Source: an optimization exercise on an open RTL-to-GDS flow (aim: small area). Production flows keep margins and buffers that such runs may drop. Function was checked by simulation only, so behaviour that the tests miss may differ from the original. The clock port is modelled as an ideal driver; clocking choices that lean on that would not hold on a real chip. Power and IR drop assume default switching activity.

## design/flow/flow/run.sh

```bash
#!/bin/bash
# Own layout flow: the standard flow (standard synthesis, same floorplan,
# placement, CTS and routing scripts) with smaller cells picked in two
# places: port buffers start as buf_1 (repair may upsize them), and the clock
# tree uses clkbuf_8 with larger sink clusters and no dummy loads.
set -euo pipefail
bash standard.sh \
  "BUFFER_PORTS_ARGS=-buffer_cell sky130_fd_sc_hd__buf_1" \
  "CTS_ARGS=-sink_clustering_enable -repair_clock_nets -dont_use_dummy_load -sink_clustering_size 16 -sink_clustering_max_diameter 100 -buf_list sky130_fd_sc_hd__clkbuf_8" \
  finish > make_finish.log 2>&1
```

## design/flow/standard.sh

```bash
#!/bin/bash
# synth_recipe.tcl (not shown) runs the flow's synth.tcl, then flattens the netlist and writes it again
# the make line also repeats each setting of config.mk as NAME=value (left out here)
make -C /OpenROAD-flow-scripts/flow DESIGN_CONFIG=/design/flow/config.mk WORK_HOME=/design/flow/orfs CLKGATE_MAP_FILE= SYNTH_SCRIPT=/design/flow/synth_recipe.tcl "${@:-finish}"
```

## design/flow/config.mk

```make
export PLATFORM = sky130hd
export DESIGN_NAME = reg_file_mp
export DESIGN_NICKNAME = reg_file_mp
export VERILOG_FILES = /design/flow/design.v
export SDC_FILE = /design/flow/constraint.sdc
export NUM_CORES = 4
export LEC_CHECK = 0
export CAP_MARGIN = 0
export CORE_MARGIN = 2
export CORE_UTILIZATION = 45
export PLACE_DENSITY = 0.6
export SLEW_MARGIN = 0
export SYNTH_HIERARCHICAL = 1
export SYNTH_MINIMUM_KEEP_SIZE = 0
```

## design/flow/design.v

```verilog
module reg_file_mp_wbit (
    input  logic s1,
    input  logic an,
    input  logic s0n,
    input  logic b,
    input  logic hn,
    input  logic q,
    output logic d
);
    logic z;
    assign z = !((s0n | b) & (hn | q));
    assign d = !((s1 & an) | z);
endmodule
module reg_file_mp_rd3 (
    input  logic s0,
    input  logic d0,
    input  logic s1,
    input  logic d1,
    input  logic s2,
    input  logic d2,
    output logic yn
);
    assign yn = !((s0 & d0) | (s1 & d1) | (s2 & d2));
endmodule
module reg_file_mp_and3 (
    input  logic [2:0] pn,
    output logic       yn
);
    assign yn = &pn;
endmodule
module reg_file_mp_or3n (
    input  logic [2:0] pn,
    output logic       y
);
    assign y = !(&pn);
endmodule
module reg_file_mp #(
    parameter int XLEN        = 32,
    parameter int NREGS       = 16,
    parameter int AW          = 4,
    parameter int NRP         = 2,
    parameter int BYPASS      = 1,
    parameter int HARDWIRE_X0 = 1
) (
    input  logic                 clk,
    input  logic                 reset,
    input  logic [NRP*AW-1:0]    rs,
    output logic [NRP*XLEN-1:0]  rdata,
    output logic [NRP-1:0]       rs_busy,
    input  logic [1:0]           we,
    input  logic [2*AW-1:0]      rd,
    input  logic [2*XLEN-1:0]    wd,
    input  logic                 issue_valid,
    input  logic [AW-1:0]        issue_rd,
    output logic                 any_busy
);
    logic [XLEN-1:0]  regs_r [NREGS];    
    logic [XLEN-1:0]  nxt_s  [NREGS];    
    logic [NREGS-1:0] valid_r;
    logic [NREGS-1:0] busy_r;
    logic [NREGS-1:0] ren_s;             
    logic [AW-1:0]    rd0_s;
    logic [AW-1:0]    rd1_s;
    logic [XLEN-1:0]  wd0_s;
    logic [XLEN-1:0]  wd1_s;
    logic [XLEN-1:0]  wd1n_s;
    logic [NREGS-1:0] sel1_s;
    logic [NREGS-1:0] sel0_s;
    logic [NREGS-1:0] hold_s;
    logic [NREGS-1:0] iss_s;
    assign rd0_s  = rd[0 +: AW];
    assign rd1_s  = rd[AW +: AW];
    assign wd0_s  = wd[0 +: XLEN];
    assign wd1_s  = wd[XLEN +: XLEN];
    assign wd1n_s = ~wd1_s;
    genvar gk, gb;
    generate
        for (gk = 0; gk < NREGS; gk++) begin : g_reg
            if (gk >= 1) begin : g_st
                logic [XLEN-1:0] q_r;
                logic [XLEN-1:0] d_s;
                logic            valid_q;
                logic            busy_q;
                assign sel1_s[gk] = we[1] && (rd1_s == AW'(gk));
                assign sel0_s[gk] = we[0] && (rd0_s == AW'(gk)) && !sel1_s[gk];
                assign hold_s[gk] = !(sel1_s[gk] || sel0_s[gk]);
                assign iss_s[gk]  = issue_valid && (issue_rd == AW'(gk));
                for (gb = 0; gb < XLEN; gb++) begin : g_bit
                    reg_file_mp_wbit u_w (
                        .s1(sel1_s[gk]),   .an(wd1n_s[gb]),
                        .s0n(!sel0_s[gk]), .b(wd0_s[gb]),
                        .hn(!hold_s[gk]),  .q(q_r[gb]),
                        .d(d_s[gb])
                    );
                end
                always_ff @(posedge clk) begin
                    q_r <= d_s;
                end
                always_ff @(posedge clk or posedge reset) begin
                    if (reset) begin
                        valid_q <= 1'b0;
                        busy_q  <= 1'b0;
                    end else begin
                        valid_q <= valid_q | !hold_s[gk];
                        busy_q  <= iss_s[gk] | (busy_q & hold_s[gk]);
                    end
                end
                assign regs_r[gk]  = q_r;
                assign nxt_s[gk]   = d_s;
                assign valid_r[gk] = valid_q;
                assign busy_r[gk]  = busy_q;
                assign ren_s[gk]   = (valid_q || !hold_s[gk]) && !reset;
            end else begin : g_x0
                assign sel1_s[gk]  = 1'b0;
                assign sel0_s[gk]  = 1'b0;
                assign hold_s[gk]  = 1'b1;
                assign iss_s[gk]   = 1'b0;
                assign regs_r[gk]  = {XLEN{1'b0}};
                assign nxt_s[gk]   = {XLEN{1'b0}};
                assign valid_r[gk] = 1'b0;
                assign busy_r[gk]  = 1'b0;
                assign ren_s[gk]   = 1'b0;
            end
        end
    endgenerate
    genvar gi, gj;
    generate
        for (gi = 0; gi < NRP; gi++) begin : g_rport
            logic [AW-1:0]    addr_s;
            logic [NREGS-1:0] rsel_s;
            assign addr_s = rs[gi*AW +: AW];
            for (gj = 0; gj < NREGS; gj++) begin : g_sel
                assign rsel_s[gj] = ren_s[gj] && (addr_s == AW'(gj));
            end
            for (gb = 0; gb < XLEN; gb++) begin : g_bit
                logic [4:0] pn_s;
                logic       qn_s;
                for (gj = 0; gj < 5; gj++) begin : g_grp
                    reg_file_mp_rd3 u_r (
                        .s0(rsel_s[3*gj+1]), .d0(nxt_s[3*gj+1][gb]),
                        .s1(rsel_s[3*gj+2]), .d1(nxt_s[3*gj+2][gb]),
                        .s2(rsel_s[3*gj+3]), .d2(nxt_s[3*gj+3][gb]),
                        .yn(pn_s[gj])
                    );
                end
                reg_file_mp_and3 u_a (
                    .pn(pn_s[2:0]),
                    .yn(qn_s)
                );
                reg_file_mp_or3n u_o (
                    .pn({pn_s[4:3], qn_s}),
                    .y(rdata[gi*XLEN + gb])
                );
            end
            assign rs_busy[gi] = busy_r[addr_s];
        end
    endgenerate
    assign any_busy = |busy_r;
endmodule
```

## design/flow/constraint.sdc

```tcl
create_clock -name core_clock -period 6.0 [get_ports {clk}]
set_input_delay 1.2000 -clock core_clock [delete_from_list [all_inputs] [get_ports {clk}]]
set_output_delay 1.2000 -clock core_clock [all_outputs]
set_load 0.01 [all_outputs]
```

==> flow_metrics.py, run 1 <==
metrics = {
    "outcome": {
        "status": "complete, no violations",
    },
    "floorplanning": {
        "core_area_um2": 46650,
        "ioPinCount": 156,
        "die-width_um": 221.6,
        "start_util": 0.4568,
        "die_y_um": 221.6,
        "dieArea_um2": 49120,
        "rows": 79,
    },
    "timing": {
        "finalHoldViolations": 0,
        "clock.fmax_ghz": 0.1816,
        "drv_slew": 0,
        "clock_skew_ps": 0,
        "setup_tns_ps": 0,
        "min_period_ps": 5506,
        "setup_viol": 0,
        "maxSlewHeadroom": 0.1840,
        "grt_setup_unrepaired": "no",
        "worst_pin_slew_ps": 1224,
        "finalCritPeriodShare": 0.9177,
        "fin_ws_ps": 494.0,
    },
    "synth": {
        "ys.flop_type": "dfxtp_1",
        "yosysTopAreaCellShare": 0.4509,
        "syn_inst": 2175,
        "synthTopCellsByArea": "dfxtp_1 45%, a222oi_1 15%, o22ai_1 15%",
        "synth.avg_cell_area_um2": 9.799,
        "synth-edff-count": 0,
        "synth_common_cells": "503 x o22ai_1, 480 x a21oi_1, 480 x dfxtp_1",
        "yosys.area.top_type": "dfxtp_1",
        "synth_nets": 2264,
        "synth_most_common_cell": "o22ai_1",
        "ys_seq_elements": 510,
        "async_flop_share": 0.05882,
        "ys_seq_area_frac": 0.4861,
        "ys.warnings.count": 11,
        "ys_types": 33,
        "syn_area_um2": 21310,
    },
    "power_and_ir_drop": {
        "cellPowerDensity_nw_per_um2": 350.6,
        "p_leak_nw": 8.402,
        "ir_worst_vdd_mv": 0.2064,
        "total_power_w": 0.008557,
    },
    "route": {
        "vias": 25050,
        "ant_nets": 0,
        "drtIter0Drc": 5166,
        "wl_per_cell_um": 35.45,
        "route.detailed.drc": 0,
        "wl_mm": 108.3,
        "via_per_inst": 8.196,
        "firstDrtPassIters": 22,
    },
    "grt": {
        "track_usage": 0.4197,
        "grt_pass1_wl_mm": 155.9,
        "grt_overflow_total": 0,
        "grt_antenna_before_repair": 1,
        "grt_pass1_vias": 24160,
        "grt_max_degree": 34,
    },
    "cells_and_area": {
        "fillers": 4418,
        "final_layout_size_suffix_gt1_frac": 0.09031,
        "postLayoutCoreUtil": 0.5232,
        "fin_nets": 2538,
        "area_growth_pct": 14.52,
    },
    "place": {
        "pre_cts_slack_ps": 577.6,
        "portBuffers": 155,
        "globalplace.congestion": 0.8920,
        "dp.final_hpwl_mm": 57.22,
    },
    "worst_setup_path": {
        "startpoint_type": "input port",
        "cp-end-kind": "output pin",
        "critPathRequiredTime_ps": 4800,
        "worstPathMaxFanout": 32,
        "critical_path_class": "in -> out",
        "r2r_slack_ps": 4860,
        "reg2reg_to": "g_reg[13].g_st.valid_q$_DFF_PP0_",
        "reg2regPathDepth": 2,
        "crit_arrival_ps": 4310,
        "r2r_start": "g_reg[13].g_st.valid_q$_DFF_PP0_",
    },
    "hold_path": {
        "min_from": "g_reg[10].g_st.valid_q$_DFF_PP0_",
        "hold_path.class": "reg -> reg",
        "min_to": "g_reg[10].g_st.valid_q$_DFF_PP0_",
        "holdPathStages": 2,
    },
    "clock_tree": {
        "cts_resized": 0,
        "cts-htree-levels": 2,
        "cts_tree": "yes",
        "numClockSinks": 510,
        "clk_path_buf_depth": 3,
        "cts_setup_buffers": 0,
        "ctsRootBufferMaster": "clkbuf_8",
        "cts_hold_buf": 0,
        "clk_pin_slew_ps": 100,
        "numCtsBuffers": 37,
        "clk_latency_ps": 650,
    },
    "run": {
        "maxCapViolations": 0,
    },
}
worst max-delay path by stage:
| stage | from | to | slack (ps) |
|---|---|---|---|
| 4_1_cts | rd[5] | rdata[0] | 570 |
| 3_3_place_gp | rd[2] | rdata[3] | 700 |
| 6_report | rd[5] | rdata[0] | 490 |
| 3_5_place_dp | rd[5] | rdata[0] | 580 |
| 5_1_grt | rd[5] | rdata[36] | 300 |
| 2_1_floorplan | rd[6] | rdata[0] | 130 |
modules after synthesis (local to each module, per instance):
module | cells | flops+latches | copies in the design | area [µm²]
reg_file_mp_rd3 | 1 | 0 | 320 | 10.01
reg_file_mp_or3n | 1 | 0 | 64 | 5.005
reg_file_mp_and3 | 1 | 0 | 64 | 6.256
reg_file_mp_wbit | 2 | 0 | 480 | 11.26
reg_file_mp | 767 | 510 | 1 | 11980
sequential cells by signal (all words and copies together) (netlist names):
signal,count
g.g_st.busy_q,15
g.g_st.q_r,480
g.g_st.valid_q,15
stage by stage:
step	cell area [µm²]	hold WS, ps	cells
5_1_grt	24400	497.1	3054
6_report	24410	478.0	3056
4_1_cts	24400	478.8	3054
2_1_floorplan	21340	431.8	2175
3_3_place_gp	23890	452.2	3017
3_5_place_dp	23890	454.8	3017
critical path: stages:
cell and delay, ps:
buf_1 340, nand2b_1 320, buf_4 260, nor2_4 40
or3_2 890, o22ai_1 300, a21oi_1 100, a222oi_1 360
nand3_1 210, buf_1 170
placed cells by master, fill, tap and decap left out, types with 3 or more instances in the layout:
cell      synthesis  routed
and3_1           66      66
buf_4             0      80
a21oi_1         480     480
a22o_2            0       6
mux4_2            6       6
nor3_1           30       3
a221oi_1          4       4
buf_12            0      13
nand2_1           8       8
o22ai_4           0       9
a221oi_2         11      11
o32ai_1           3       3
or3_2             0       9
clkbuf_8          0      37
o211ai_1          3       3
nand3b_1         10      10
and3b_1           6       6
inv_1            63      63
nand2b_1         10      10
dfrtp_1          30      30
nor2_4            0      12
nor2_1           19       7
nor4_4            0       4
nor3_2            0      27
dfxtp_1         480     480
buf_1             0     155
o22ai_1         503     494
nand3_1          69      69
nor4_1            9       3
a222oi_1        320     320
layer usage:
| layer | part of all wire | vias to the layer above | track usage | wire, µm |
|---|---|---|---|---|
| met2 | 0.43 | 2279 | 0.6398 | 46400 |
| met1 | 0.35 | 12010 | 0.5266 | 38120 |
| met3 | 0.15 | 589 | 0.1124 | 16130 |
| met4 | 0.071 | 2 | 0.2685 | 7664 |
| met5 | 0.00010 | - | 0 | 11 |
| li1 | - | 10170 | - | - |
power by group:
group	internal [W]	switching (W)
sequential	0.00427	0.000247
clock	0.000559	0.00115
combinational	0.000898	0.00144
kinds of logic (layout without fill, tap and decap cells):
group	Yosys count	count (layout)	share of synthesized area
compound gates	1332	1332	0.4256
buf+inv	76	348	0.01397
flops	510	510	0.4861
mux	8	8	0.007397
other cells	0	2	0
simple gates	249	249	0.06693
final cells by class:
cell class	instances	area [µm²]	share of cell area
clock buffers	37	509.2	0.02086
well taps	607	759.5	0.03112
flip-flops and latches	510	10360	0.4244
diodes	2	5.005	0.0002050
repair buffers	248	1443	0.05910
multi-input cells	1589	11100	0.4546
inverters	63	236.5	0.009688
==> run 2, diff against run 1 <==
==> design/flow/flow/run.sh (replaced) <==
#!/bin/bash
# Own layout flow: the standard flow (standard synthesis, same floorplan,
# placement, CTS and routing scripts) with smaller cells picked in two
# places: port buffers start as buf_1 (repair may upsize them), and the clock
# tree uses clkbuf_8 with larger sink clusters and no dummy loads; after CTS,
# flow/post_cts.tcl upsizes any leaf buffer whose flip-flop clock pins see a
# slow transition. make's output goes to make_finish.log; ORFS keeps each
# step's log under orfs/logs/.
set -euo pipefail
here=$(pwd)
bash standard.sh \
  "BUFFER_PORTS_ARGS=-buffer_cell sky130_fd_sc_hd__buf_1" \
  "CTS_ARGS=-sink_clustering_enable -repair_clock_nets -dont_use_dummy_load -sink_clustering_size 14 -sink_clustering_max_diameter 100 -buf_list sky130_fd_sc_hd__clkbuf_8" \
  "POST_CTS_TCL=$here/flow/post_cts.tcl" \
  finish > make_finish.log 2>&1
==> design/flow/flow/post_cts.tcl (new file) <==
# Clock leaf buffers: upsize any whose flip-flop clock pins see a slow
# transition, so the clock edge stays sharp at every register.
set clk_slew_target 0.095
estimate_parasitics -placement
set up {}
foreach pin [get_pins -hierarchical */CLK] {
  if {[get_property $pin slew_max] > $clk_slew_target} {
    set net [get_nets -of_objects $pin]
    foreach drv [get_pins -of_objects $net -filter "direction == output"] {
      set inst [get_cells -of_objects $drv]
      set name [get_full_name $inst]
      if {[get_property $inst ref_name] eq "sky130_fd_sc_hd__clkbuf_8" && [lsearch $up $name] < 0} {
        lappend up $name
      }
    }
  }
}
foreach name $up {
  replace_cell [get_cells $name] sky130_fd_sc_hd__clkbuf_16
}
puts "post_cts: upsized [llength $up] clock buffers: $up"
if {[llength $up] > 0} {
  detailed_placement
  estimate_parasitics -placement
}
==> run 2 against run 1 <==
  * Sequential cell count unchanged
  * Clock-buffer cell count up 5
  * Fmax is 0.11% lower
  * Sequential power about the same
  * Cell area grew 0.52%
  * Wire length is 0.44% higher
==> flow_metrics.py, run 2 <==
metrics = {
    "grt": {
        "track_usage": 0.4200,
        "grt_max_degree": 34,
        "grt_antenna_before_repair": 0,
        "grt_pass1_vias": 24220,
        "grt_overflow_total": 0,
        "grt_pass1_wl_mm": 156.1,
    },
    "outcome": {
        "status": "complete, no violations",
    },
    "worst_setup_path": {
        "crit_arrival_ps": 4310,
        "worstPathMaxFanout": 32,
        "critPathRequiredTime_ps": 4800,
        "critical_path_class": "in -> out",
        "startpoint_type": "input port",
        "cp-end-kind": "output pin",
    },
    "route": {
        "top_layer": "met4",
        "vias": 25220,
        "route.detailed.drc": 0,
        "wl_mm": 108.8,
        "wl_met1_mm": 37.96,
        "firstDrtPassIters": 21,
        "dr_wl_met3_mm": 16.89,
        "drtIter0Drc": 5409,
        "wl_per_cell_um": 35.53,
        "dr_wl_met2_mm": 46.70,
        "ant_nets": 0,
        "via_per_inst": 8.237,
    },
    "timing": {
        "min_period_ps": 5512,
        "grt_setup_unrepaired": "no",
        "maxSlewHeadroom": 0.1837,
        "worst_pin_slew_ps": 1224,
        "fin_hold_ws_ps": 471.6,
        "clock_skew_ps": 0,
        "drv_slew": 0,
        "setup_tns_ps": 0,
        "setup_viol": 0,
        "finalCritPeriodShare": 0.9187,
        "fin_ws_ps": 487.9,
        "finalHoldViolations": 0,
        "clock.fmax_ghz": 0.1814,
    },
    "place": {
        "dp.final_hpwl_mm": 57.22,
        "dp.cells": 3017,
        "portBuffers": 155,
        "globalplace.congestion": 0.8920,
        "dpl_cell_area_um2": 23890,
        "pre_cts_slack_ps": 577.6,
    },
    "power_and_ir_drop": {
        "cellPowerDensity_nw_per_um2": 355.9,
        "swShare": 0.3280,
        "net-switching-power_w": 0.002864,
        "internal-power_w": 0.005867,
        "power_frac_comb": 0.267,
        "seq_power_share": 0.517,
        "pwr-share-clk": 0.215,
        "ir_worst_vdd_mv": 0.2247,
        "p_leak_nw": 8.464,
    },
    "floorplanning": {
        "dieArea_um2": 49120,
        "start_util": 0.4568,
        "core_area_um2": 46650,
        "rows": 79,
        "die_y_um": 221.6,
        "ioPinCount": 156,
        "die-width_um": 221.6,
    },
    "cells_and_area": {
        "area_growth_pct": 15.12,
        "final_cells": 3062,
        "largest_reg_flops": 480,
        "largestRegisters": "g.g_st.q_r: 480 flops, g.g_st.busy_q: 15 flops, g.g_st.valid_q: 15 flops",
        "layout_commonest_cell": "o22ai_1",
        "final_area_um2": 24540,
        "layout_common_cells": "494 x o22ai_1, 480 x a21oi_1, 480 x dfxtp_1",
        "regMostFlops": "g.g_st.q_r",
        "fin_nets": 2543,
        "final_layout_size_suffix_gt1_frac": 0.09217,
    },
    "clock_tree": {
        "clk_latency_ps": 610,
        "numClockSinks": 510,
        "cts_tree": "yes",
        "clk_pin_slew_ps": 70,
    },
    "synth": {
        "ys.warnings.count": 11,
        "synth.avg_cell_area_um2": 9.799,
        "yosysTopAreaCellShare": 0.4509,
        "ys.flop_type": "dfxtp_1",
        "synth_nets": 2264,
        "ys_types": 33,
        "syn_area_um2": 21310,
        "syn_inst": 2175,
        "synth_most_common_cell": "o22ai_1",
        "yosys.area.top_type": "dfxtp_1",
        "synth-edff-count": 0,
        "async_flop_share": 0.05882,
        "ys_seq_area_frac": 0.4861,
        "synthTopCellsByArea": "dfxtp_1 45%, a222oi_1 15%, o22ai_1 15%",
        "ys_seq_elements": 510,
        "synth_common_cells": "503 x o22ai_1, 480 x a21oi_1, 480 x dfxtp_1",
    },
    "run": {
        "maxCapViolations": 0,
    },
    "hold_path": {
        "hold_path.class": "reg -> reg",
    },
}
run 2: changes by cell type in the layout (fill, tap and decap cells not counted):
cell / previous run / this run
diode_2: 2 / 3
clkbuf_16: 0 / 5
run 2: worst max-delay path, stage by stage:
cell and delay (ps):
buf_1 340, nand2b_1 320, buf_4 260, nor2_4 40, or3_2 910, o22ai_1 300, a21oi_1 100, a222oi_1 390
nand3_1 180, buf_1 170
run 2: path summary, 6_finish.rpt:
path / slack (ps) / endpoint / cells after the start / start
worst max-delay path: 490 / rdata[12] / 10 / rd[5]
worst min-delay path: 470 / g_reg[10].g_st.valid_q$_DFF_PP0_ / 2 / g_reg[10].g_st.valid_q$_DFF_PP0_
worst max register to register: 4840 / g_reg[13].g_st.valid_q$_DFF_PP0_ / 2 / g_reg[13].g_st.valid_q$_DFF_PP0_
worst min register to register: 470 / g_reg[10].g_st.valid_q$_DFF_PP0_ / 2 / g_reg[10].g_st.valid_q$_DFF_PP0_
max in group asynchronous: 4730 / g_reg[15].g_st.busy_q$_DFF_PP0_ / 3 / reset
min in group asynchronous: 600 / g_reg[7].g_st.busy_q$_DFF_PP0_ / 2 / reset
run 2: cell families after synthesis:
logic type | Yosys count | synth area share
and+or+nand+nor | 249 | 0.06693
muxes | 8 | 0.007397
buffers and inverters | 76 | 0.01397
DFF | 510 | 0.4861
AOI/OAI and AO/OA | 1332 | 0.4256
run 2: layout make-up:
type | count | area [µm²]
well taps | 607 | 759.5
multi-input cells | 1589 | 11100
diodes | 3 | 7.507
repair buffers | 248 | 1443
fillers | 4407 | 22120
flip-flops and latches | 510 | 10360
clock buffers | 42 | 634.4
inverters | 63 | 236.5
run 2: power by group through the flow:
stage	Sequential [W]	Combinational (W)	Clock, W
finish	0.00452	0.00234	0.00188
global placement	0.00456	0.00215	0
global route	0.00459	0.00253	0.00198
floorplan	0.00452	0.00163	0
detailed placement	0.00459	0.00225	0
run 2: layer usage:
metal / track usage / vias up
met1: 0.5260 / 12090
li1: - / 10180
met4: 0.2583 / 0
met3: 0.1146 / 592
met2: 0.6443 / 2363
met5: 0.003910 / -
run 2: stage by stage:
stage                     power (W)    util
final                      0.008731  0.5259
after global routing       0.009102  0.5257
after global placement     0.006709  0.5121
after floorplan            0.006147       -
after detailed placement   0.006836  0.5121
run 2: per-module statistics from Yosys (local to each module, per instance):
module,area [µm²],flops+latches,copies in the design,cells inside
reg_file_mp_rd3,10.01,0,320,1
reg_file_mp_and3,6.256,0,64,1
reg_file_mp_or3n,5.005,0,64,1
reg_file_mp,11980,510,1,767
reg_file_mp_wbit,11.26,0,480,2
==> run 3, diff against run 2 <==
==> design/flow/flow/run.sh (replaced) <==
#!/bin/bash
# Own layout flow: the standard flow (standard synthesis, same floorplan,
# placement, CTS and routing scripts) with smaller cells picked in three
# places:
# - port buffers start as buf_1 (repair may upsize them);
# - after placement's repair_design, flow/downsize_placed.tcl gives each gate
#   and buffer the smallest drive strength that keeps its pins' transitions
#   in bounds (the later timing repairs size up again what setup needs);
# - the clock tree uses clkbuf_8 with larger sink clusters and no dummy
#   loads; after CTS, flow/post_cts.tcl upsizes any leaf buffer whose
#   flip-flop clock pins see a slow transition.
# make's output goes to make_finish.log; ORFS keeps each step's log under
# orfs/logs/.
set -euo pipefail
here=$(pwd)
bash standard.sh \
  "BUFFER_PORTS_ARGS=-buffer_cell sky130_fd_sc_hd__buf_1" \
  "POST_RESIZE_TCL=$here/flow/downsize_placed.tcl" \
  "CTS_ARGS=-sink_clustering_enable -repair_clock_nets -dont_use_dummy_load -sink_clustering_size 14 -sink_clustering_max_diameter 100 -buf_list sky130_fd_sc_hd__clkbuf_8" \
  "POST_CTS_TCL=$here/flow/post_cts.tcl" \
  finish > make_finish.log 2>&1
==> design/flow/flow/downsize_placed.tcl (new file) <==
# After placement and repair_design: give each combinational gate and buffer
# the smallest drive strength that still keeps every pin it drives within a
# transition limit and its load within the cell's capacitance limit. The
# timing repairs that follow (after CTS and global routing) size up again
# anything the setup checks need.
set ds_slew_limit 0.75
estimate_parasitics -placement
proc ds_net_slew {inst} {
  set w 0.0
  foreach op [get_pins -of_objects $inst -filter "direction == output"] {
    set net [get_nets -of_objects $op]
    foreach p [get_pins -of_objects $net] {
      set s [get_property $p slew_max]
      if {$s > $w} { set w $s }
    }
  }
  return $w
}
proc ds_viol {} {
  return [expr {[sta::max_slew_violation_count] + [sta::max_capacitance_violation_count]}]
}
set ds_base [ds_viol]
set ds_n 0
set ds_saved 0.0
foreach inst [get_cells *] {
  set m [get_property $inst ref_name]
  if {![regexp {^(sky130_fd_sc_hd__[a-z0-9]+)_([0-9]+)$} $m -> base sz]} { continue }
  if {[regexp {__(df|edf|sdf|dl|clkbuf|clkdly|dlygate|clkinv|conb|tap|fill|decap|dlymetal)} $base]} { continue }
  set area0 [get_property [get_lib_cells */$m] area]
  set tries {}
  foreach s {1 2 4 6 8} {
    if {$s >= $sz} { break }
    set lc [get_lib_cells -quiet */${base}_$s]
    if {[llength $lc] == 0} { continue }
    if {[get_property $lc area] >= $area0} { continue }
    lappend tries ${base}_$s
  }
  foreach t $tries {
    replace_cell $inst $t
    if {[ds_net_slew $inst] <= $ds_slew_limit && [ds_viol] <= $ds_base} {
      set ds_saved [expr {$ds_saved + $area0 - [get_property [get_lib_cells */$t] area]}]
      incr ds_n
      set m {}
      break
    }
    replace_cell $inst $m
  }
}
puts "downsize_placed: $ds_n cells made smaller, [format %.1f $ds_saved] um2 saved"
==> run 3 against run 2 <==
  * Global-route usage is essentially flat
  * Critical endpoint is now rdata[0]
  * Critical path depth is 1 lower
  * Still clean
  * Largest power group unchanged
  * Non-clock buffer count unchanged
  * Sequential cell count is the same
  * Highest routed layer is now met5
  * Fmax grew 0.13%
  * Hold slack better by 5.6 ps
  * Clock power hardly changed
==> flow_metrics.py, run 3 <==
metrics = {
    "outcome": {
        "status": "complete, no violations",
    },
    "clock_tree": {
        "clk_latency_ps": 610,
        "numClockSinks": 510,
        "clk_pin_slew_ps": 80,
        "cts_tree": "yes",
    },
    "timing": {
        "grt_setup_unrepaired": "no",
        "maxSlewHeadroom": 0.1609,
        "setup_viol": 0,
        "clock_skew_ps": 0,
        "setup_tns_ps": 0,
        "clock.fmax_ghz": 0.1816,
        "finalCritPeriodShare": 0.9175,
        "drv_slew": 0,
        "worst_pin_slew_ps": 1259,
        "min_period_ps": 5505,
        "finalHoldViolations": 0,
    },
    "synth": {
        "syn_inst": 2175,
        "yosys.area.top_type": "dfxtp_1",
        "ys_seq_area_frac": 0.4861,
        "ys.flop_type": "dfxtp_1",
        "synth_common_cells": "503 x o22ai_1, 480 x a21oi_1, 480 x dfxtp_1",
        "ys.warnings.count": 11,
        "yosysTopAreaCellShare": 0.4509,
        "synth-edff-count": 0,
        "syn_area_um2": 21310,
        "synthTopCellsByArea": "dfxtp_1 45%, a222oi_1 15%, o22ai_1 15%",
        "synth_nets": 2264,
        "ys_types": 33,
        "synth.avg_cell_area_um2": 9.799,
        "ys_seq_elements": 510,
        "synth_most_common_cell": "o22ai_1",
        "async_flop_share": 0.05882,
    },
    "worst_setup_path": {
        "crit_arrival_ps": 4310,
        "startpoint_type": "input port",
        "worstPathMaxFanout": 17,
        "critical_path_class": "in -> out",
        "path_buf_inv": 3,
        "reg2regPathDepth": 2,
        "critPathTopFamily": "simple AND/OR/NAND/NOR gates",
        "r2r_slack_ps": 4910,
        "cp_cell_sequence": "buf_1, or3b_1, nor2_2, buf_2, a21oi_1, a222oi_1, and3_1, nand3_1, buf_1",
        "cpPeakStageDelay_ps": 640,
        "reg2reg_to": "g_reg[8].g_st.valid_q$_DFF_PP0_",
        "cp-end-kind": "output pin",
        "cp_slowest_cell": "nor2_2",
        "cp_common_cell": "buf_1",
        "critPathRequiredTime_ps": 4800,
        "r2r_start": "g_reg[8].g_st.valid_q$_DFF_PP0_",
    },
    "grt": {
        "grt_overflow_total": 0,
        "grt_antenna_before_repair": 1,
        "track_usage": 0.4198,
        "grt_pass1_wl_mm": 156.2,
        "grt_max_degree": 34,
        "grt_pass1_vias": 24240,
    },
    "floorplanning": {
        "ioPinCount": 156,
        "dieArea_um2": 49120,
        "die-width_um": 221.6,
        "die_y_um": 221.6,
        "start_util": 0.4568,
        "core_area_um2": 46650,
        "rows": 79,
    },
    "power_and_ir_drop": {
        "p_leak_nw": 8.263,
        "cellPowerDensity_nw_per_um2": 365.9,
        "ir_worst_vdd_mv": 0.1848,
        "total_power_w": 0.008703,
    },
    "cells_and_area": {
        "largest_reg_flops": 480,
        "layout_commonest_cell": "o22ai_1",
        "largestRegisters": "g.g_st.q_r: 480 flops, g.g_st.busy_q: 15 flops, g.g_st.valid_q: 15 flops",
        "fillers": 4468,
        "regMostFlops": "g.g_st.q_r",
        "multiInputGateArea_um2": 10630,
        "layout_common_cells": "502 x o22ai_1, 480 x a21oi_1, 480 x dfxtp_1",
        "fin_nets": 2543,
        "final_layout_size_suffix_gt1_frac": 0.06036,
        "regArea_um2": 10360,
        "area_growth_pct": 11.62,
    },
    "hold_path": {
        "min_from": "g_reg[1].g_st.valid_q$_DFF_PP0_",
        "hold_path.class": "reg -> reg",
        "holdPathStages": 2,
        "min_to": "g_reg[1].g_st.valid_q$_DFF_PP0_",
    },
    "route": {
        "drtIter0Drc": 5439,
        "wl_per_cell_um": 35.48,
        "via_per_inst": 8.187,
        "route.detailed.drc": 0,
        "firstDrtPassIters": 22,
        "wl_mm": 108.6,
        "vias": 25050,
        "ant_nets": 0,
    },
    "place": {
        "globalplace.congestion": 0.8920,
        "portBuffers": 155,
        "dp.final_hpwl_mm": 56.91,
    },
    "run": {
        "maxCapViolations": 0,
    },
}
==> run 3: cell count changes in the layout (fill, tap and decap cells not counted), sizes merged <==
cell / change
diode: -2
==> run 3: final cells by class <==
type | instances | area share
multi-input cells | 1589 | 0.4467
flip-flops and latches | 510 | 0.4355
diodes | 1 | 0.0001052
well taps | 607 | 0.03193
clock buffers | 42 | 0.02714
repair buffers | 248 | 0.04865
inverters | 63 | 0.009941
==> run 3: logic make-up after synthesis <==
family                 count (synthesis)  share of synthesized area
buffers and inverters                 76                    0.01397
AND/OR/NAND/NOR                      249                    0.06693
multiplexers                           8                   0.007397
flip-flops                           510                     0.4861
AO/OA/AOI/OAI                       1332                     0.4256
==> run 3: worst max-delay path by stage <==
stage | start | endpoint | slack, ps | cells past startpoint
finish | we[1] | rdata[0] | 490 | 9
global route | rd[5] | rdata[48] | 390 | 11
detailed placement | we[1] | rdata[0] | 640 | 9
global placement | rd[2] | rdata[3] | 700 | 10
floorplan | rd[6] | rdata[0] | 130 | 8
==> run 3: per-module statistics from Yosys, one instance, submodules excluded <==
module / flip-flops and latches / cells
reg_file_mp: 510 / 767
reg_file_mp_and3: 0 / 1
reg_file_mp_or3n: 0 / 1
reg_file_mp_rd3: 0 / 1
reg_file_mp_wbit: 0 / 2
==> run 3: worst min-delay path, delay by kind of cell (launching register included) <==
family	cells	cell delay (ps)
buffers and inverters	1	50
DFF	1	350
AOI/OAI and AO/OA	1	50
==> run 3: power breakdown <==
part,total [W],internal (W),leakage [nW],switching [W]
clock network,0.00189,0.000714,0.333,0.00118
logic,0.00230,0.000881,3.57,0.00141
registers,0.00452,0.00427,4.36,0.000245
==> run 3: per-stage QoR <==
step / area [µm²] / hold slack (ps) / setup slack [ps] / std cells / utilization
after global placement: 23890 / 452.2 / 696.8 / 3017 / 0.5121
after floorplan: 21340 / 431.8 / 127.5 / 2175 / -
after detailed placement: 23140 / 458.5 / 640.5 / 3017 / 0.4960
after global routing: 23790 / 498.4 / 385.4 / 3059 / 0.5098
final: 23790 / 477.1 / 494.8 / 3060 / 0.5099
==> run 3: per-layer routing <==
layer | vias up | GRT usage | share of wire
li1 | 10180 | - | -
met1 | 11900 | 0.5193 | 0.34
met2 | 2331 | 0.6407 | 0.43
met3 | 635 | 0.1303 | 0.16
met4 | 2 | 0.2559 | 0.071
met5 | - | 0.002933 | 0.00016
==> run 4, diff against run 3 <==
--- a/design/flow/flow/downsize_placed.tcl
+++ b/design/flow/flow/downsize_placed.tcl
@@ -4,5 +4,5 @@
 # timing repairs that follow (after CTS and global routing) size up again
 # anything the setup checks need.
-set ds_slew_limit 0.75
+set ds_slew_limit 1.1
 estimate_parasitics -placement
 proc ds_net_slew {inst} {
==> run 4 against run 3 <==
  * Register-to-register slack better by 30 ps
  * Utilization shrank 0.35 points
  * Via count hardly changed
  * Sequential power about the same
  * Non-clock buffer count did not move
  * Total power up 0.32%
  * Global-route usage shrank 0.12 points
  * Final cell count unchanged
  * Critical path type unchanged
==> flow_metrics.py, run 4 <==
metrics = {
    "outcome": {
        "status": "complete, no violations",
    },
    "place": {
        "pre_cts_slack_ps": 424.2,
        "dp.final_hpwl_mm": 56.90,
        "portBuffers": 155,
        "globalplace.congestion": 0.8920,
        "dp.cells": 3017,
    },
    "timing": {
        "finalHoldViolations": 0,
        "finalCritPeriodShare": 0.9665,
        "fin_hold_ws_ps": 474.5,
        "clock_skew_ps": 0,
        "clock.fmax_ghz": 0.1724,
        "min_period_ps": 5799,
        "maxSlewHeadroom": 0.1387,
        "setup_viol": 0,
        "setup_tns_ps": 0,
        "worst_pin_slew_ps": 1292,
        "grt_setup_unrepaired": "no",
        "drv_slew": 0,
        "fin_ws_ps": 201.0,
    },
    "synth": {
        "syn_inst": 2175,
        "ys_seq_area_frac": 0.4861,
        "synth-edff-count": 0,
        "yosysTopAreaCellShare": 0.4509,
        "ys.flop_type": "dfxtp_1",
        "yosys.area.top_type": "dfxtp_1",
        "ys.warnings.count": 11,
        "async_flop_share": 0.05882,
        "synthTopCellsByArea": "dfxtp_1 45%, a222oi_1 15%, o22ai_1 15%",
        "synth_common_cells": "503 x o22ai_1, 480 x a21oi_1, 480 x dfxtp_1",
        "ys_types": 33,
        "synth_nets": 2264,
        "synth_most_common_cell": "o22ai_1",
        "syn_area_um2": 21310,
        "ys_seq_elements": 510,
        "synth.avg_cell_area_um2": 9.799,
    },
    "grt": {
        "grt_pass1_vias": 24210,
        "grt_overflow_total": 0,
        "track_usage": 0.4185,
        "grt_max_degree": 34,
        "grt_antenna_before_repair": 0,
        "grt_pass1_wl_mm": 155.8,
    },
    "floorplanning": {
        "rows": 79,
        "core_area_um2": 46650,
        "start_util": 0.4568,
        "die-width_um": 221.6,
        "ioPinCount": 156,
        "dieArea_um2": 49120,
        "die_y_um": 221.6,
    },
    "clock_tree": {
        "clk_pin_slew_ps": 70,
        "clk_latency_ps": 650,
        "cts_tree": "yes",
        "numClockSinks": 510,
    },
    "route": {
        "drtIter0Drc": 5491,
        "via_per_inst": 8.184,
        "vias": 25040,
        "firstDrtPassIters": 22,
        "wl_mm": 108.4,
        "wl_per_cell_um": 35.41,
        "route.detailed.drc": 0,
        "ant_nets": 0,
    },
    "power_and_ir_drop": {
        "cellPowerDensity_nw_per_um2": 369.6,
        "swShare": 0.3271,
        "seq_power_share": 0.517,
        "pwr-share-clk": 0.220,
        "power_frac_comb": 0.263,
        "p_leak_nw": 8.212,
        "ir_worst_vdd_mv": 0.2019,
        "net-switching-power_w": 0.002856,
        "internal-power_w": 0.005875,
    },
    "worst_setup_path": {
        "cpPeakStageDelay_ps": 840,
        "crit_arrival_ps": 4600,
        "critical_path_class": "in -> out",
        "cp_slowest_cell": "buf_2",
        "startpoint_type": "input port",
        "cp_common_cell": "buf_1",
        "cp_cell_sequence": "buf_1, nor3b_1, a22o_1, buf_2, o22ai_1, a21oi_1, a222oi_1, and3_1, nand3_1, buf_1",
        "critPathRequiredTime_ps": 4800,
        "cp-end-kind": "output pin",
        "worstPathMaxFanout": 32,
    },
    "run": {
        "maxCapViolations": 0,
    },
    "cells_and_area": {
        "fin_nets": 2543,
        "final_layout_size_suffix_gt1_frac": 0.05383,
        "regMostFlops": "g.g_st.q_r",
        "largest_reg_flops": 480,
        "area_growth_pct": 10.85,
        "layout_commonest_cell": "o22ai_1",
        "largestRegisters": "g.g_st.q_r: 480 flops, g.g_st.busy_q: 15 flops, g.g_st.valid_q: 15 flops",
        "final_cells": 3060,
        "layout_common_cells": "502 x o22ai_1, 480 x a21oi_1, 480 x dfxtp_1",
    },
    "hold_path": {
        "hold_path.class": "reg -> reg",
    },
}
[run 4: final timing paths]
path | startpoint | to | slack (ps) | depth (start not counted)
setup / recovery | we[1] | rdata[30] | 200 | 10
hold / removal | g_reg[15].g_st.valid_q$_DFF_PP0_ | g_reg[15].g_st.valid_q$_DFF_PP0_ | 470 | 2
setup reg to reg | g_reg[8].g_st.valid_q$_DFF_PP0_ | g_reg[8].g_st.valid_q$_DFF_PP0_ | 4940 | 2
hold reg to reg | g_reg[15].g_st.valid_q$_DFF_PP0_ | g_reg[15].g_st.valid_q$_DFF_PP0_ | 470 | 2
max in group asynchronous | reset | g_reg[8].g_st.busy_q$_DFF_PP0_ | 4510 | 3
min in group asynchronous | reset | g_reg[7].g_st.busy_q$_DFF_PP0_ | 610 | 2
[run 4: area by class of cell]
cell class	instances	area (µm²)
antenna	1	2.502
clock buffer	42	656.9
fill	4499	23030
inverter	63	236.5
multi-input combinational	1589	10590
sequential	510	10360
tap	607	759.5
timing repair buffer	248	1017
[run 4: cell families after synthesis]
family / count (synthesis) / synth area share
compound gates: 1332 / 0.4256
flops: 510 / 0.4861
simple gates: 249 / 0.06693
buf+inv: 76 / 0.01397
mux: 8 / 0.007397
[run 4: critical path: cells and delay by family]
kind / cells / cell delay (ps)
buf+inv: 3 / 1280
compound gates: 4 / 1000
simple gates: 3 / 1090
[run 4: Yosys stat by module, one instance, submodules excluded]
module | cell area, µm² | flops+latches | times used
reg_file_mp | 11980 | 510 | 1
reg_file_mp_or3n | 5.005 | 0 | 64
reg_file_mp_wbit | 11.26 | 0 | 480
reg_file_mp_and3 | 6.256 | 0 | 64
reg_file_mp_rd3 | 10.01 | 0 | 320
[run 4: per-stage QoR]
step           power [W]  utilization  instance area, µm²
2_1_floorplan   0.006147            -               21340
3_3_place_gp    0.006709       0.5121               23890
3_5_place_dp    0.006790       0.4923               22970
5_1_grt         0.009100       0.5063               23620
6_report        0.008731       0.5064               23630
[run 4: routing by layer]
metal	part of all wire	GRT usage	vias to the layer above
met3	0.15	0.1205	580
met4	0.065	0.2520	0
met2	0.43	0.6474	2317
met1	0.35	0.5178	11960
met5	0	0.002933	-
li1	-	-	10180
[run 4: power by group through the flow]
stage               logic (W)  clock network, W  registers (W)
floorplan             0.00163                 0        0.00452
global route          0.00249           0.00202        0.00459
finish                0.00229           0.00192        0.00452
detailed placement    0.00220                 0        0.00459
global placement      0.00215                 0        0.00456
==> run 5, diff against run 4 <==
==> design/flow/flow/run.sh (replaced) <==
#!/bin/bash
# Own layout flow: the standard flow (standard synthesis, same floorplan,
# placement, CTS and routing scripts) with smaller cells picked in three
# places:
# - port buffers start as buf_1 (repair may upsize them);
# - after placement's repair_design, flow/downsize_placed.tcl gives each gate
#   and buffer the smallest drive strength that keeps its pins' transitions
#   in bounds (the later timing repairs size up again what setup needs);
# - the clock tree uses clkbuf_4 with small sink clusters and no dummy
#   loads; after CTS, flow/post_cts.tcl upsizes any clock buffer whose
#   flip-flop clock pins see a slow transition.
# make's output goes to make_finish.log; ORFS keeps each step's log under
# orfs/logs/.
set -euo pipefail
here=$(pwd)
bash standard.sh \
  "BUFFER_PORTS_ARGS=-buffer_cell sky130_fd_sc_hd__buf_1" \
  "POST_RESIZE_TCL=$here/flow/downsize_placed.tcl" \
  "CTS_ARGS=-sink_clustering_enable -repair_clock_nets -dont_use_dummy_load -sink_clustering_size 8 -sink_clustering_max_diameter 50 -buf_list sky130_fd_sc_hd__clkbuf_4" \
  "POST_CTS_TCL=$here/flow/post_cts.tcl" \
  finish > make_finish.log 2>&1
==> design/flow/flow/post_cts.tcl (replaced) <==
# Clock buffers: upsize any that drives a flip-flop clock pin with a slow
# transition (clkbuf_4 -> clkbuf_8 -> clkbuf_16), so the clock edge stays
# sharp at every register.
set clk_slew_target 0.095
set clk_next [dict create sky130_fd_sc_hd__clkbuf_2 sky130_fd_sc_hd__clkbuf_4 \
  sky130_fd_sc_hd__clkbuf_4 sky130_fd_sc_hd__clkbuf_8 \
  sky130_fd_sc_hd__clkbuf_8 sky130_fd_sc_hd__clkbuf_16]
set n_up 0
for {set pass 0} {$pass < 3} {incr pass} {
  estimate_parasitics -placement
  set up {}
  foreach pin [get_pins -hierarchical */CLK] {
    if {[get_property $pin slew_max] <= $clk_slew_target} { continue }
    set net [get_nets -of_objects $pin]
    foreach drv [get_pins -of_objects $net -filter "direction == output"] {
      set inst [get_cells -of_objects $drv]
      set name [get_full_name $inst]
      if {[dict exists $clk_next [get_property $inst ref_name]] && [lsearch $up $name] < 0} {
        lappend up $name
      }
    }
  }
  if {[llength $up] == 0} { break }
  foreach name $up {
    set inst [get_cells $name]
    replace_cell $inst [dict get $clk_next [get_property $inst ref_name]]
  }
  incr n_up [llength $up]
}
puts "post_cts: $n_up clock buffer upsizes"
if {$n_up > 0} {
  detailed_placement
  estimate_parasitics -placement
}
==> run 5 against run 4 <==
  * Synthesized area did not move
  * Final cell count rose by 1.1%
  * Clock power fell by 4%
  * Total power fell by 0.96%
  * Critical path type unchanged
  * Largest cell class unchanged
  * Largest power group unchanged
==> flow_metrics.py, run 5 <==
metrics = {
    "outcome": {
        "status": "complete, no violations",
    },
    "grt": {
        "met1_usage": 0.5230,
        "grt_overflow_total": 0,
        "grt_pass1_wl_mm": 156.9,
        "grt_pass1_vias": 24510,
        "gr-usage-met2": 0.6399,
        "track_usage": 0.4225,
        "grt.met3_usage": 0.1380,
        "grt_antenna_before_repair": 2,
        "grt_max_degree": 34,
        "grt_busiest_layer": "met2",
    },
    "cells_and_area": {
        "largest_reg_flops": 480,
        "final_layout_size_suffix_gt1_frac": 0.06677,
        "regArea_um2": 10360,
        "area_growth_pct": 10.60,
        "fin_nets": 2577,
        "layout_commonest_cell": "o22ai_1",
        "final_cells": 3095,
        "regMostFlops": "g.g_st.q_r",
        "layout_common_cells": "502 x o22ai_1, 480 x a21oi_1, 480 x dfxtp_1",
        "multiInputGateArea_um2": 10590,
        "fillers": 4534,
        "largestRegisters": "g.g_st.q_r: 480 flops, g.g_st.busy_q: 15 flops, g.g_st.valid_q: 15 flops",
    },
    "place": {
        "portBuffers": 155,
        "dp.final_hpwl_mm": 56.90,
        "dp.cells": 3017,
        "globalplace.congestion": 0.8920,
    },
    "floorplanning": {
        "core_area_um2": 46650,
        "ioPinCount": 156,
        "dieArea_um2": 49120,
        "die_y_um": 221.6,
        "rows": 79,
        "die-width_um": 221.6,
        "start_util": 0.4568,
    },
    "worst_setup_path": {
        "cp-end-kind": "output pin",
        "cp_slowest_cell": "buf_2",
        "r2r_slack_ps": 4940,
        "path_buf_inv": 3,
        "cp_common_cell": "buf_1",
        "worstPathMaxFanout": 32,
        "cp_cell_sequence": "buf_1, nor3b_1, a22o_1, buf_2, o22ai_1, a21oi_1, a222oi_1, and3_1, nand3_1, buf_1",
        "critical_path_class": "in -> out",
        "startpoint_type": "input port",
        "cpPeakStageDelay_ps": 860,
        "critPathRequiredTime_ps": 4800,
        "critPathTopFamily": "buffers and inverters",
        "crit_arrival_ps": 4590,
    },
    "route": {
        "vias": 25200,
        "drtIter0Drc": 5595,
        "ant_nets": 0,
        "firstDrtPassIters": 21,
        "wl_per_cell_um": 35.18,
        "via_per_inst": 8.142,
        "wl_mm": 108.9,
        "route.detailed.drc": 0,
    },
    "clock_tree": {
        "numClockSinks": 510,
        "clk_latency_ps": 860,
        "clk_pin_slew_ps": 90,
        "cts_tree": "yes",
    },
    "timing": {
        "clock.fmax_ghz": 0.1728,
        "finalCritPeriodShare": 0.9644,
        "setup_viol": 0,
        "worst_pin_slew_ps": 1280,
        "setup_tns_ps": 0,
        "maxSlewHeadroom": 0.1464,
        "clock_skew_ps": 0,
        "drv_slew": 0,
        "min_period_ps": 5786,
        "finalHoldViolations": 0,
        "grt_setup_unrepaired": "no",
    },
    "synth": {
        "ys.flop_type": "dfxtp_1",
        "synth.avg_cell_area_um2": 9.799,
        "synth_most_common_cell": "o22ai_1",
        "yosysTopAreaCellShare": 0.4509,
        "syn_area_um2": 21310,
        "synth_nets": 2264,
        "synth-edff-count": 0,
        "synth_common_cells": "503 x o22ai_1, 480 x a21oi_1, 480 x dfxtp_1",
        "ys_seq_area_frac": 0.4861,
        "ys.warnings.count": 11,
        "synthTopCellsByArea": "dfxtp_1 45%, a222oi_1 15%, o22ai_1 15%",
        "ys_types": 33,
        "ys_seq_elements": 510,
        "yosys.area.top_type": "dfxtp_1",
        "syn_inst": 2175,
        "async_flop_share": 0.05882,
    },
    "hold_path": {
        "hold_path.class": "in -> async",
    },
    "power_and_ir_drop": {
        "cellPowerDensity_nw_per_um2": 366.8,
        "ir_worst_vdd_mv": 0.1802,
        "p_leak_nw": 8.237,
    },
    "run": {
        "maxCapViolations": 0,
    },
}
-- run 5: kinds of logic after synthesis --
logic type | share of synthesized area
AND/OR/NAND/NOR | 0.06693
multiplexers | 0.007397
AO/OA/AOI/OAI | 0.4256
flip-flops | 0.4861
buffers and inverters | 0.01397
-- run 5: cell type report --
type / count / share of cell area
antenna: 2 / 0.0002123
clock buffer: 76 / 0.02553
inverter: 63 / 0.01003
multi-input combinational: 1589 / 0.4494
sequential: 510 / 0.4395
tap: 607 / 0.03222
timing repair buffer: 248 / 0.04315
-- run 5: final timing paths --
kind	start	endpoint	cells past startpoint
hold / removal	reset	g_reg[7].g_st.busy_q$_DFF_PP0_	2
min in group core_clock	g_reg[15].g_st.valid_q$_DFF_PP0_	g_reg[15].g_st.valid_q$_DFF_PP0_	2
setup reg to reg	g_reg[8].g_st.valid_q$_DFF_PP0_	g_reg[8].g_st.valid_q$_DFF_PP0_	2
max in group asynchronous	reset	g_reg[6].g_st.valid_q$_DFF_PP0_	3
setup / recovery	we[1]	rdata[30]	10
hold reg to reg	g_reg[15].g_st.valid_q$_DFF_PP0_	g_reg[15].g_st.valid_q$_DFF_PP0_	2
-- run 5: routing by layer --
layer | vias up | part of all wire
met4 | 0 | 0.069
met2 | 2341 | 0.43
met5 | - | 0
met1 | 11980 | 0.35
met3 | 604 | 0.16
li1 | 10280 | -
-- run 5: per-module statistics from Yosys, one instance, submodules excluded --
module / flip-flops and latches / cell area [µm²] / cells inside
reg_file_mp_or3n: 0 / 5.005 / 1
reg_file_mp: 510 / 11980 / 767
reg_file_mp_wbit: 0 / 11.26 / 2
reg_file_mp_and3: 0 / 6.256 / 1
reg_file_mp_rd3: 0 / 10.01 / 1
-- run 5: metrics by stage --
step           utilization  cell area (µm²)  total power [W]  hold WS [ps]  setup slack, ps
6_report            0.5053            23570         0.008647         393.5            213.6
5_1_grt             0.5053            23570         0.009050         386.6            146.2
3_5_place_dp        0.4923            22970         0.006790         458.1            424.2
3_3_place_gp        0.5121            23890         0.006709         452.2            696.8
2_1_floorplan            -            21340         0.006147         431.8            127.5
-- run 5: worst register-to-register path, delay by kind of cell (launching register included) --
kind	cells	cell delay (ps)
buffers and inverters	1	100
DFF	1	360
AOI/OAI and AO/OA	1	470
-- run 5: where the power goes --
| part | switching (W) | internal (W) | leakage (nW) |
|---|---|---|---|
| Combinational | 0.00142 | 0.000877 | 3.51 |
| Clock | 0.00122 | 0.000616 | 0.363 |
| Sequential | 0.000247 | 0.00427 | 4.36 |
| Total | 0.00288 | 0.00576 | 8.24 |
==> run 6, diff against run 5 <==
--- a/design/flow/design.v
+++ b/design/flow/design.v
@@ -153,7 +153,7 @@
                 );
             end
-            assign rs_busy[gi] = busy_r[addr_s];
+            assign rs_busy[gi] = busy_r[addr_s] && !reset;
         end
     endgenerate
-    assign any_busy = |busy_r;
+    assign any_busy = (|busy_r) && !reset;
 endmodule
==> run 6 against run 5 <==
  * Now fails the layout checks on negative setup slack
  * Sequential cell count unchanged
  * Die area decreased by 0.86%
  * Synthesized cell count increased by 0.14%
  * Total power increased by 0.49%
  * Clock power about the same
  * First-iteration DRC count decreased by 0.52%
  * Final cell count increased by 0.65%
  * Global-route usage increased by 3.1 points
  * Clock-buffer cell count decreased by 1
  * Synthesized area decreased by 0.87%
==> flow_metrics.py, run 6 <==
metrics = {
    "hold_path": {
        "hold_path.class": "reg -> reg",
    },
    "synth": {
        "yosysTopAreaCellShare": 0.4548,
        "yosys.area.top_type": "dfxtp_1",
        "async_flop_share": 0.05882,
        "synth_nets": 2267,
        "ys.warnings.count": 11,
        "synth_top_family_by_area": "compound AO/OA/AOI/OAI gates",
        "synth_common_cells": "504 x o22ai_1, 484 x a21oi_1, 480 x dfxtp_1",
        "synth.avg_cell_area_um2": 9.701,
        "synth-edff-count": 0,
        "syn_area_um2": 21130,
        "ys.flop_type": "dfxtp_1",
        "ys_seq_elements": 510,
        "muxShareOfSynthArea": 0.004027,
        "synth_compound_area_frac": 0.4245,
        "synth-simple-area-share": 0.06692,
        "ys_seq_area_frac": 0.4903,
        "synthXorXnorAreaFrac": 0,
        "synth_most_common_cell": "o22ai_1",
        "ys_types": 34,
        "synthAdderAreaFrac": 0,
        "syn_inst": 2178,
        "synthTopCellsByArea": "dfxtp_1 45%, a222oi_1 15%, o22ai_1 15%",
    },
    "grt": {
        "grt_pass1_vias": 24010,
        "grt_pass1_wl_mm": 161.0,
        "grt_overflow_total": 0,
        "grt_max_degree": 34,
        "grt_antenna_before_repair": 6,
        "track_usage": 0.4532,
    },
    "worst_setup_path": {
        "critical_path_class": "in -> out",
        "cp_slowest_cell": "buf_1",
        "cp_common_cell": "buf_1",
        "crit_arrival_ps": 4960,
        "critPathRequiredTime_ps": 4800,
        "cpPeakStageDelay_ps": 900,
        "worstPathMaxFanout": 13,
        "cp-end-kind": "output pin",
        "critPathTopFamily": "simple AND/OR/NAND/NOR gates",
        "startpoint_type": "input port",
        "path_buf_inv": 3,
        "cp_cell_sequence": "buf_1, nand3_1, o22ai_1, nor2_1, nor3_4, buf_1, a222oi_1, nand3_1, buf_1",
    },
    "clock_tree": {
        "clk_latency_ps": 830,
        "clk_pin_slew_ps": 70,
        "cts_tree": "yes",
        "numClockSinks": 510,
    },
    "timing": {
        "maxSlewHeadroom": 0.1009,
        "clock.fmax_ghz": 0.1624,
        "finalCritPeriodShare": 1.026,
        "fin_ws_ps": -157.0,
        "min_period_ps": 6157,
        "clock_skew_ps": 0,
        "finalHoldViolations": 0,
        "drv_slew": 0,
        "fin_hold_ws_ps": 466.0,
        "worst_pin_slew_ps": 1349,
        "setup_tns_ps": -2692,
        "setup_viol": 28,
    },
    "place": {
        "dpl_cell_area_um2": 22860,
        "dp.final_hpwl_mm": 60.45,
        "portBuffers": 155,
        "dp.cells": 3032,
        "globalplace.congestion": 0.9467,
    },
    "cells_and_area": {
        "largest_reg_flops": 480,
        "final_layout_size_suffix_gt1_frac": 0.06680,
        "layout_common_cells": "506 x o22ai_1, 484 x a21oi_1, 480 x dfxtp_1",
        "final_cells": 3115,
        "area_growth_pct": 11.48,
        "fin_nets": 2591,
        "regMostFlops": "g.g_st.q_r",
        "layout_commonest_cell": "o22ai_1",
        "largestRegisters": "g.g_st.q_r: 480 flops, g.g_st.busy_q: 15 flops, g.g_st.valid_q: 15 flops",
        "final_area_um2": 23550,
    },
    "route": {
        "vias": 25560,
        "drtIter0Drc": 5566,
        "wl_mm": 113.8,
        "wl_per_cell_um": 36.54,
        "via_per_inst": 8.205,
        "ant_nets": 0,
        "route.detailed.drc": 0,
        "firstDrtPassIters": 14,
    },
    "power_and_ir_drop": {
        "power_frac_comb": 0.265,
        "swShare": 0.3363,
        "seq_power_share": 0.520,
        "ir_worst_vdd_mv": 0.1492,
        "pwr-share-clk": 0.215,
        "internal-power_w": 0.005768,
        "net-switching-power_w": 0.002922,
        "p_leak_nw": 8.209,
        "cellPowerDensity_nw_per_um2": 369.0,
        "total_power_w": 0.008690,
    },
    "floorplanning": {
        "core_area_um2": 46460,
        "start_util": 0.4548,
        "die_y_um": 220.7,
        "rows": 79,
        "ioPinCount": 156,
        "dieArea_um2": 48700,
        "die-width_um": 220.7,
    },
    "outcome": {
        "violations": "negative setup slack",
        "status": "complete, but fails checks",
    },
    "run": {
        "maxCapViolations": 0,
    },
}
[run 6: cell count changes in the layout (fill, tap and decap cells not counted), sizes merged, moves of 5 or more]
cell and change:
a22o -6, a221oi -15, nand2 +9, nor2 +15
diode +6, clkbuf +8, and3b -6, o2111ai +6
nor3 -5
[run 6: metal layers]
metal	GRT usage	part of all wire	vias to the layer above
li1	-	-	10240
met1	0.5807	0.35	12090
met2	0.6336	0.40	2560
met3	0.1852	0.18	664
met4	0.2722	0.073	0
met5	0.009091	0	-
[run 6: final cells by class]
class	count	area (µm²)
Timing Repair Buffer	259	1111
Multi-Input combinational cell	1589	10440
Clock buffer	75	613.1
Inverter	67	251.5
Sequential cell	510	10360
Fill cell	4508	22900
Tap cell	607	759.5
Antenna cell	8	20.02
[run 6: path summary, 6_finish.rpt]
check / from / to / slack [ps] / cells past startpoint
hold / removal: g_reg[7].g_st.valid_q$_DFF_PP0_ / g_reg[7].g_st.valid_q$_DFF_PP0_ / 470 / 2
hold reg to reg: g_reg[7].g_st.valid_q$_DFF_PP0_ / g_reg[7].g_st.valid_q$_DFF_PP0_ / 470 / 2
setup / recovery: rd[3] / rdata[21] / -160 / 9
setup reg to reg: g_reg[12].g_st.q_r[31]$_DFF_P_ / g_reg[12].g_st.q_r[31]$_DFF_P_ / 4850 / 2
min in group asynchronous: reset / g_reg[9].g_st.busy_q$_DFF_PP0_ / 570 / 3
max in group asynchronous: reset / g_reg[11].g_st.valid_q$_DFF_PP0_ / 4710 / 3
[run 6: worst reg2reg max path, cell delays in order (launching register included)]
cell and delay [ps]:
dfxtp_1 320, o22ai_1 80, a21oi_1 580
[run 6: modules after synthesis, one instance, submodules excluded]
module            cell area [µm²]  cells
reg_file_mp_or3n            5.005      1
reg_file_mp_wbit            11.26      2
reg_file_mp_and3            6.256      1
reg_file_mp                 11800    770
reg_file_mp_rd3             10.01      1
[run 6: cell families after synthesis]
| group | after synthesis |
|---|---|
| and+or+nand+nor | 256 |
| buffers and inverters | 79 |
| DFF | 510 |
| muxes | 6 |
| AOI/OAI and AO/OA | 1327 |
[run 6: per-stage QoR]
stage | setup slack [ps] | util
finish | -157.0 | 0.5070
detailed placement | -709.1 | 0.4921
global route | -67.81 | 0.5068
floorplan | -260.4 | -
global placement | 545.2 | 0.5152
[run 6: power groups by stage]
stage	Clock [W]	Combinational (W)	Sequential, W
finish	0.00187	0.00230	0.00451
global route	0.00200	0.00249	0.00459
detailed placement	0	0.00219	0.00459
global placement	0	0.00216	0.00455
floorplan	0	0.00162	0.00452
==> run 7, diff against run 6 <==
--- a/design/flow/flow/downsize_placed.tcl
+++ b/design/flow/flow/downsize_placed.tcl
@@ -3,6 +3,8 @@
 # transition limit and its load within the cell's capacitance limit. The
 # timing repairs that follow (after CTS and global routing) size up again
-# anything the setup checks need.
+# anything the setup checks need; a downsizing that leaves the estimated
+# worst setup slack under ds_slack_floor is undone.
 set ds_slew_limit 1.1
+set ds_slack_floor 0.5
 estimate_parasitics -placement
 proc ds_net_slew {inst} {
@@ -38,5 +40,9 @@
   foreach t $tries {
     replace_cell $inst $t
-    if {[ds_net_slew $inst] <= $ds_slew_limit && [ds_viol] <= $ds_base} {
+    # replace_cell leaves the nets of the swapped cell without parasitics;
+    # estimate them again so that the checks below see the real loads.
+    estimate_parasitics -placement
+    if {[ds_net_slew $inst] <= $ds_slew_limit && [ds_viol] <= $ds_base
+        && [sta::worst_slack_cmd max] >= $ds_slack_floor * 1e-9} {
       set ds_saved [expr {$ds_saved + $area0 - [get_property [get_lib_cells */$t] area]}]
       incr ds_n
@@ -45,4 +51,5 @@
     }
     replace_cell $inst $m
+    estimate_parasitics -placement
   }
 }
==> run 7 against run 6 <==
  * First-iteration DRC count increased by 1.5%
  * Critical endpoint is now rdata[14]
  * Sequential cell count did not move
  * Now clean on timing, DRC and antenna
  * Sequential share of layout area is essentially flat
  * Utilization hardly changed
  * Critical path type unchanged
==> flow_metrics.py, run 7 <==
metrics = {
    "outcome": {
        "status": "complete, no violations",
    },
    "route": {
        "wl_mm": 112.7,
        "ant_nets": 0,
        "wl_per_cell_um": 36.21,
        "drtIter0Drc": 5647,
        "vias": 25460,
        "via_per_inst": 8.180,
        "firstDrtPassIters": 14,
        "route.detailed.drc": 0,
    },
    "timing": {
        "finalCritPeriodShare": 0.9732,
        "finalHoldViolations": 0,
        "clock.fmax_ghz": 0.1713,
        "maxSlewHeadroom": 0.1064,
        "fin_hold_ws_ps": 464.2,
        "clock_skew_ps": 0,
        "min_period_ps": 5839,
        "worst_pin_slew_ps": 1340,
        "setup_viol": 0,
        "setup_tns_ps": 0,
        "grt_setup_unrepaired": "no",
        "drv_slew": 0,
    },
    "floorplanning": {
        "start_util": 0.4548,
        "die_y_um": 220.7,
        "dieArea_um2": 48700,
        "rows": 79,
        "die-width_um": 220.7,
        "ioPinCount": 156,
        "core_area_um2": 46460,
    },
    "power_and_ir_drop": {
        "ir_worst_vdd_mv": 0.1769,
        "cellPowerDensity_nw_per_um2": 367.8,
        "total_power_w": 0.008669,
        "p_leak_nw": 8.244,
    },
    "cells_and_area": {
        "area_growth_pct": 11.54,
        "layout_common_cells": "506 x o22ai_1, 484 x a21oi_1, 480 x dfxtp_1",
        "final_layout_size_suffix_gt1_frac": 0.06960,
        "layout_commonest_cell": "o22ai_1",
        "fillers": 4523,
        "regMostFlops": "g.g_st.q_r",
        "fin_nets": 2591,
        "largestRegisters": "g.g_st.q_r: 480 flops, g.g_st.busy_q: 15 flops, g.g_st.valid_q: 15 flops",
        "postLayoutCoreUtil": 0.5073,
        "largest_reg_flops": 480,
        "multiInputGateArea_um2": 10440,
        "regArea_um2": 10360,
    },
    "clock_tree": {
        "clk_latency_ps": 840,
        "cts_tree": "yes",
        "clk_pin_slew_ps": 80,
        "numClockSinks": 510,
    },
    "synth": {
        "synth_nets": 2267,
        "yosysTopAreaCellShare": 0.4548,
        "yosys.area.top_type": "dfxtp_1",
        "syn_inst": 2178,
        "ys.flop_type": "dfxtp_1",
        "synthTopCellsByArea": "dfxtp_1 45%, a222oi_1 15%, o22ai_1 15%",
        "synth.avg_cell_area_um2": 9.701,
        "ys.warnings.count": 11,
        "synth-edff-count": 0,
        "ys_seq_elements": 510,
        "synth_most_common_cell": "o22ai_1",
        "ys_types": 34,
        "async_flop_share": 0.05882,
        "syn_area_um2": 21130,
        "synth_common_cells": "504 x o22ai_1, 484 x a21oi_1, 480 x dfxtp_1",
        "ys_seq_area_frac": 0.4903,
    },
    "worst_setup_path": {
        "critPathRequiredTime_ps": 4800,
        "worstPathMaxFanout": 20,
        "crit_arrival_ps": 4640,
        "cp-end-kind": "output pin",
        "startpoint_type": "input port",
        "critical_path_class": "in -> out",
    },
    "run": {
        "maxCapViolations": 0,
    },
    "place": {
        "portBuffers": 155,
        "dp.final_hpwl_mm": 60.54,
        "globalplace.congestion": 0.9467,
    },
    "grt": {
        "grt_overflow_total": 0,
        "track_usage": 0.4481,
        "grt_max_degree": 34,
        "grt_antenna_before_repair": 2,
        "grt_pass1_vias": 23960,
        "grt_pass1_wl_mm": 159.5,
    },
    "hold_path": {
        "hold_path.class": "reg -> reg",
    },
}
run 7: worst paths after layout:
kind,from,to,slack [ps],depth (start not counted)
worst max-delay path,rd[6],rdata[14],160,10
worst min-delay path,g_reg[14].g_st.valid_q$_DFF_PP0_,g_reg[14].g_st.valid_q$_DFF_PP0_,460,2
worst max register to register,g_reg[15].g_st.valid_q$_DFF_PP0_,g_reg[15].g_st.valid_q$_DFF_PP0_,5060,2
worst min register to register,g_reg[14].g_st.valid_q$_DFF_PP0_,g_reg[14].g_st.valid_q$_DFF_PP0_,460,2
max in group asynchronous,reset,g_reg[3].g_st.valid_q$_DFF_PP0_,4720,3
min in group asynchronous,reset,g_reg[5].g_st.busy_q$_DFF_PP0_,560,3
run 7: cells by family after synthesis:
group | synth area share
AOI/OAI and AO/OA | 0.4245
buffers and inverters | 0.01421
DFF | 0.4903
muxes | 0.004027
and+or+nand+nor | 0.06692
run 7: cell type report:
class | count | area share
Timing Repair Buffer | 259 | 0.04831
Clock buffer | 75 | 0.02548
Multi-Input combinational cell | 1589 | 0.4431
Tap cell | 607 | 0.03223
Sequential cell | 510 | 0.4396
Antenna cell | 6 | 0.0006371
Inverter | 67 | 0.01067
run 7: metal layers:
layer,GRT usage,part of all wire,wire length [µm],vias to the layer above
li1,-,-,-,10260
met1,0.5720,0.35,39570,12040
met2,0.6388,0.41,45770,2543
met3,0.1700,0.17,19470,624
met4,0.2718,0.070,7901,0
met5,0,0,0,-
run 7: where the power goes:
group          switching (W)  leakage [nW]  internal [W]
clock                0.00123         0.361      0.000616
sequential          0.000245          4.36       0.00427
combinational        0.00144          3.52      0.000867
total                0.00291          8.24       0.00575
run 7: critical path: stages:
cell and delay, ps:
buf_1 100, nand3b_1 400, buf_1 210, o22ai_1 500, nor2_1 210, nor3_2 530
buf_2 710, a222oi_1 280, nand3_1 250, buf_1 190
run 7: per-module statistics from Yosys (local to each module, per instance):
module            flops+latches  cells inside  cell area [µm²]  times used
reg_file_mp_and3              0             1            6.256          64
reg_file_mp_wbit              0             2            11.26         480
reg_file_mp_rd3               0             1            10.01         320
reg_file_mp                 510           770            11800           1
reg_file_mp_or3n              0             1            5.005          64
run 7: through the flow:
step	setup slack, ps	instances	cell area [µm²]
3_3_place_gp	545.2	3032	23930
2_1_floorplan	-260.4	2178	21240
3_5_place_dp	464.5	3032	22950
5_1_grt	171.4	3109	23560
6_report	160.6	3113	23570

-- re-timing with driven ports --
The results above use ideal ports. As a check the final layouts listed here were re-extracted and re-timed, cells and wires unchanged.
Step 1 assumes that a clkbuf_16 drives the clock port and a buf_2 every other input.
Step 2 adds t to the input delays and takes it off the output delays; t is the mean of the earliest and latest rising clock arrival at the registers after step 1. Input paths then give back, and output paths get back, about the clock's delay inside the block.
a / b / c = ideal ports / drivers / drivers and shift; a / b = the first two.
| run | t, ns | setup WS [ns] | hold slack, ns | clock arrival spread, ns | cell pins on the clock port's net |
|---|---|---|---|---|---|
| run 1 | 0.710 | 0.494 / 0.472 / 0.472 | 0.478 / 0.478 / 0.478 | 0.042 / 0.042 | 1 |
| run 2 | 0.713 | 0.488 / 0.466 / 0.466 | 0.472 / 0.472 / 0.472 | 0.080 / 0.080 | 1 |
| run 3 | 0.690 | 0.495 / 0.470 / 0.470 | 0.477 / 0.477 / 0.477 | 0.068 / 0.068 | 1 |
| run 4 | 0.713 | 0.201 / 0.179 / 0.179 | 0.475 / 0.475 / 0.475 | 0.071 / 0.072 | 1 |
| run 5 | 0.877 | 0.214 / 0.192 / 0.192 | 0.393 / 0.361 / 0.476 | 0.095 / 0.096 | 1 |
| run 6 | 0.901 | -0.157 / -0.187 / -0.187 | 0.466 / 0.466 / 0.466 | 0.067 / 0.067 | 1 |
| run 7 | 0.917 | 0.161 / 0.136 / 0.136 | 0.464 / 0.464 / 0.464 | 0.089 / 0.089 | 1 |
For run 6, which loses most, drivers alone change the setup slack by -0.030 ns; drivers and shift together by -0.030 ns.
